Context: an optimization exercise on an open-source flow, tuned for small area. The choices shown serve that exercise and are no tape-out recipe. The RTL was checked by simulation tests, not by an equivalence proof against the original design. Power figures rest on the tool's default switching activity, not on a simulated workload.

## build 31
==> flow/design.v (excerpt) <==
module winograd_tile_buffer #(
  parameter int unsigned INPUT_TILE_SIZE  = 4,
  parameter int unsigned INPUT_DATA_WIDTH = 8,
  parameter int unsigned CHANNELS         = 3,
  parameter int unsigned IMG_W            = 16,
  parameter int unsigned IMG_H            = 16
) (
  input  logic                                                    clk,
  input  logic                                                    reset,
  input  logic                                                    start,
  input  logic [CHANNELS*INPUT_DATA_WIDTH-1:0]                    s_data,
  input  logic                                                    s_valid,
  output logic                                                    s_ready,
  output logic [INPUT_TILE_SIZE*INPUT_TILE_SIZE*CHANNELS*INPUT_DATA_WIDTH-1:0] inpData,
  output logic                                                    o_valid,
  output logic [$clog2(IMG_H/2)-1:0]                              tile_row,
  output logic [$clog2(IMG_W/2)-1:0]                              tile_col,
  output logic                                                    frame_done,
  output logic                                                    busy
);
Size in the first run: ~1,300 flip-flops, about 420 I/O pins, ~38,000 µm² of cells after synthesis.
clock: 4.0 ns
lec_check: 0
cap_margin: 20
core_margin: 2
core_utilization: 60
slew_margin: 20
standard.sh (not shown) runs the stock make flow with config.mk's settings and CLKGATE_MAP_FILE= SYNTH_SCRIPT=/design/flow/synth_recipe.tcl, a recipe that flattens the netlist after the stock synthesis.
==> flow/flow/run.sh <==
#!/bin/bash
# Standard layout, with the port buffers made from the smallest buffer cell and a clock tree
# built without dummy balancing loads.
export BUFFER_PORTS_ARGS="-buffer_cell sky130_fd_sc_hd__buf_1"
export CTS_ARGS="-sink_clustering_enable -repair_clock_nets -dont_use_dummy_load -buf_list sky130_fd_sc_hd__clkbuf_8 -sink_clustering_size 20 -sink_clustering_max_diameter 100"
bash standard.sh > standard.log 2>&1
Setup changes, build 31 to build 26
- a change of SLEW_MARGIN from 20 to 5
- a change of CAP_MARGIN from 20 to 5
==> flow/flow/run.sh <==
#!/bin/bash
# Standard layout, with the port buffers made from the smallest buffer cell and a clock tree
# built without dummy balancing loads.
export BUFFER_PORTS_ARGS="-buffer_cell sky130_fd_sc_hd__buf_1"
export CTS_ARGS="-sink_clustering_enable -repair_clock_nets -dont_use_dummy_load -buf_list sky130_fd_sc_hd__clkbuf_8 -sink_clustering_size 20 -sink_clustering_max_diameter 50"
bash standard.sh > standard.log 2>&1
Notes after the runs:
[compare] base=build 31 new=build 26: met1 usage neither gained nor lost much; final worst-path cycle share has decreased; global-route track usage on met2 neither gained nor lost much; first-iteration DRC count now larger; net switching share of the total power did not really move. Going from build 31 to build 26, area taken by flip-flops and latches shows no meaningful change, met3 track demand over resource in global routing went up by 0.34 points.
### build 26 -> build 32
- PLACE_DENSITY now 0.75, previously not set
- CAP_MARGIN now 20, was 5
- SLEW_MARGIN now 20, was 5
==> flow/flow/run.sh <==
#!/bin/bash
# Standard layout, with the port buffers made from the smallest buffer cell and a clock tree
# built without dummy balancing loads.
export BUFFER_PORTS_ARGS="-buffer_cell sky130_fd_sc_hd__buf_1"
export CTS_ARGS="-sink_clustering_enable -repair_clock_nets -dont_use_dummy_load -buf_list sky130_fd_sc_hd__clkbuf_8 -sink_clustering_size 20 -sink_clustering_max_diameter 100"
bash standard.sh > standard.log 2>&1
Results
Build 32 -> build 26: global-route usage over all layers flat
Lower arrival time of the worst setup path among build 26 and build 32: build 26
Diff build 26 -> build 32: top achievable clock speed down 0.97%, via count of the first global-routing pass flat.
> inputs changed (build 32 -> build 19)
- an added GPL_TIMING_DRIVEN of 0
- a deleted PLACE_DENSITY that had been 0.75
==> summary.txt <==
After detailed routing, build 32 needs more wire than build 19. Build 19 does better than build 32 on clock skew after layout. The final reports for build 19 and build 32 show via count lower in the former. Reported for build 32 and build 19, die boundary width turned out identical to the last digit. On post-cts repair resize count, build 32 and build 19 are basically level. Higher number of diodes added for antenna fixing among build 32 and build 19: build 19. From build 32 to build 19 the numbers moved as follows: global-route wire length before repair went down about 2.4%; routed metal-1 wirelength went up about 2.6%; number of non-filler instances in the completed layout went up 15. The total chip power on build 19 is in line with that on build 32.
Input-level comparison between build 25 and build 19:
- GPL_TIMING_DRIVEN no longer set, was 0
==> flow/flow/run.sh <==
#!/bin/bash
# Standard layout, with the port buffers made from the smallest buffer cell and a clock tree
# built without dummy balancing loads.
export BUFFER_PORTS_ARGS="-buffer_cell sky130_fd_sc_hd__buf_1"
export CTS_ARGS="-sink_clustering_enable -repair_clock_nets -dont_use_dummy_load -buf_list sky130_fd_sc_hd__clkbuf_8 -sink_clustering_size 18 -sink_clustering_max_diameter 100"
bash standard.sh > standard.log 2>&1
--- outcome ---
- The flow did not stop early for build 25: all stages ran, and the layout cleared the timing, DRC and antenna checks.
- From build 19 to build 25 the numbers moved as follows: final routed wirelength across all metal layers climbed 1.5 mm, initial cell density of the core barely changed, final HPWL from detailed placement dropped 820 µm.
- From build 19 to build 25 the numbers moved as follows: met3 track demand over resource in global routing moved up; routed via count now larger; fraction of final layout cells sized beyond drive strength 1 now sits lower; slew at the pin closest to its max-slew limit shows an increase of 0.31 ns.

what the ideal ports hide:
In the flow no input, the clock included, has a driving cell. The finished layouts below were timed again as built, in two steps. Step 1 (the two cells are an assumption about what drives the block):
set clk [get_ports {clk}]
set_driving_cell -lib_cell sky130_fd_sc_hd__clkbuf_16 $clk
set_driving_cell -lib_cell sky130_fd_sc_hd__buf_2 [delete_from_list [all_inputs] $clk]
Step 2 times the ports against the registers' clock, not the clock port: input delays grow and output delays shrink by t, the midpoint of the rising clock arrivals with the driver on. Slacks: ideal ports / drivers / drivers and shift; pairs: ideal ports / drivers.
run | shift t [ns] | setup slack, ns | hold slack, ns | slew at the worst register clock pin (ns)
build 31 | 0.714 | 1.743 / 1.684 / 1.325 | 0.057 / 0.026 / 0.411 | 0.12 / 0.12
build 26 | 0.728 | 1.766 / 1.709 / 1.316 | 0.076 / 0.047 / 0.356 | 0.11 / 0.11
build 32 | 0.699 | 1.744 / 1.685 / 1.341 | 0.285 / 0.248 / 0.374 | 0.12 / 0.12
build 19 | 0.712 | 0.339 / 0.339 / -0.196 | 0.080 / 0.042 / 0.389 | 0.12 / 0.12
build 25 | 0.710 | 1.782 / 1.725 / 1.344 | 0.084 / 0.056 / 0.398 | 0.11 / 0.11
With both steps, setup timing fails in build 19, where it was met with ideal ports. The setup slack of build 19, which loses most, moves by 0.000 ns with the drivers and by -0.535 ns with both steps.
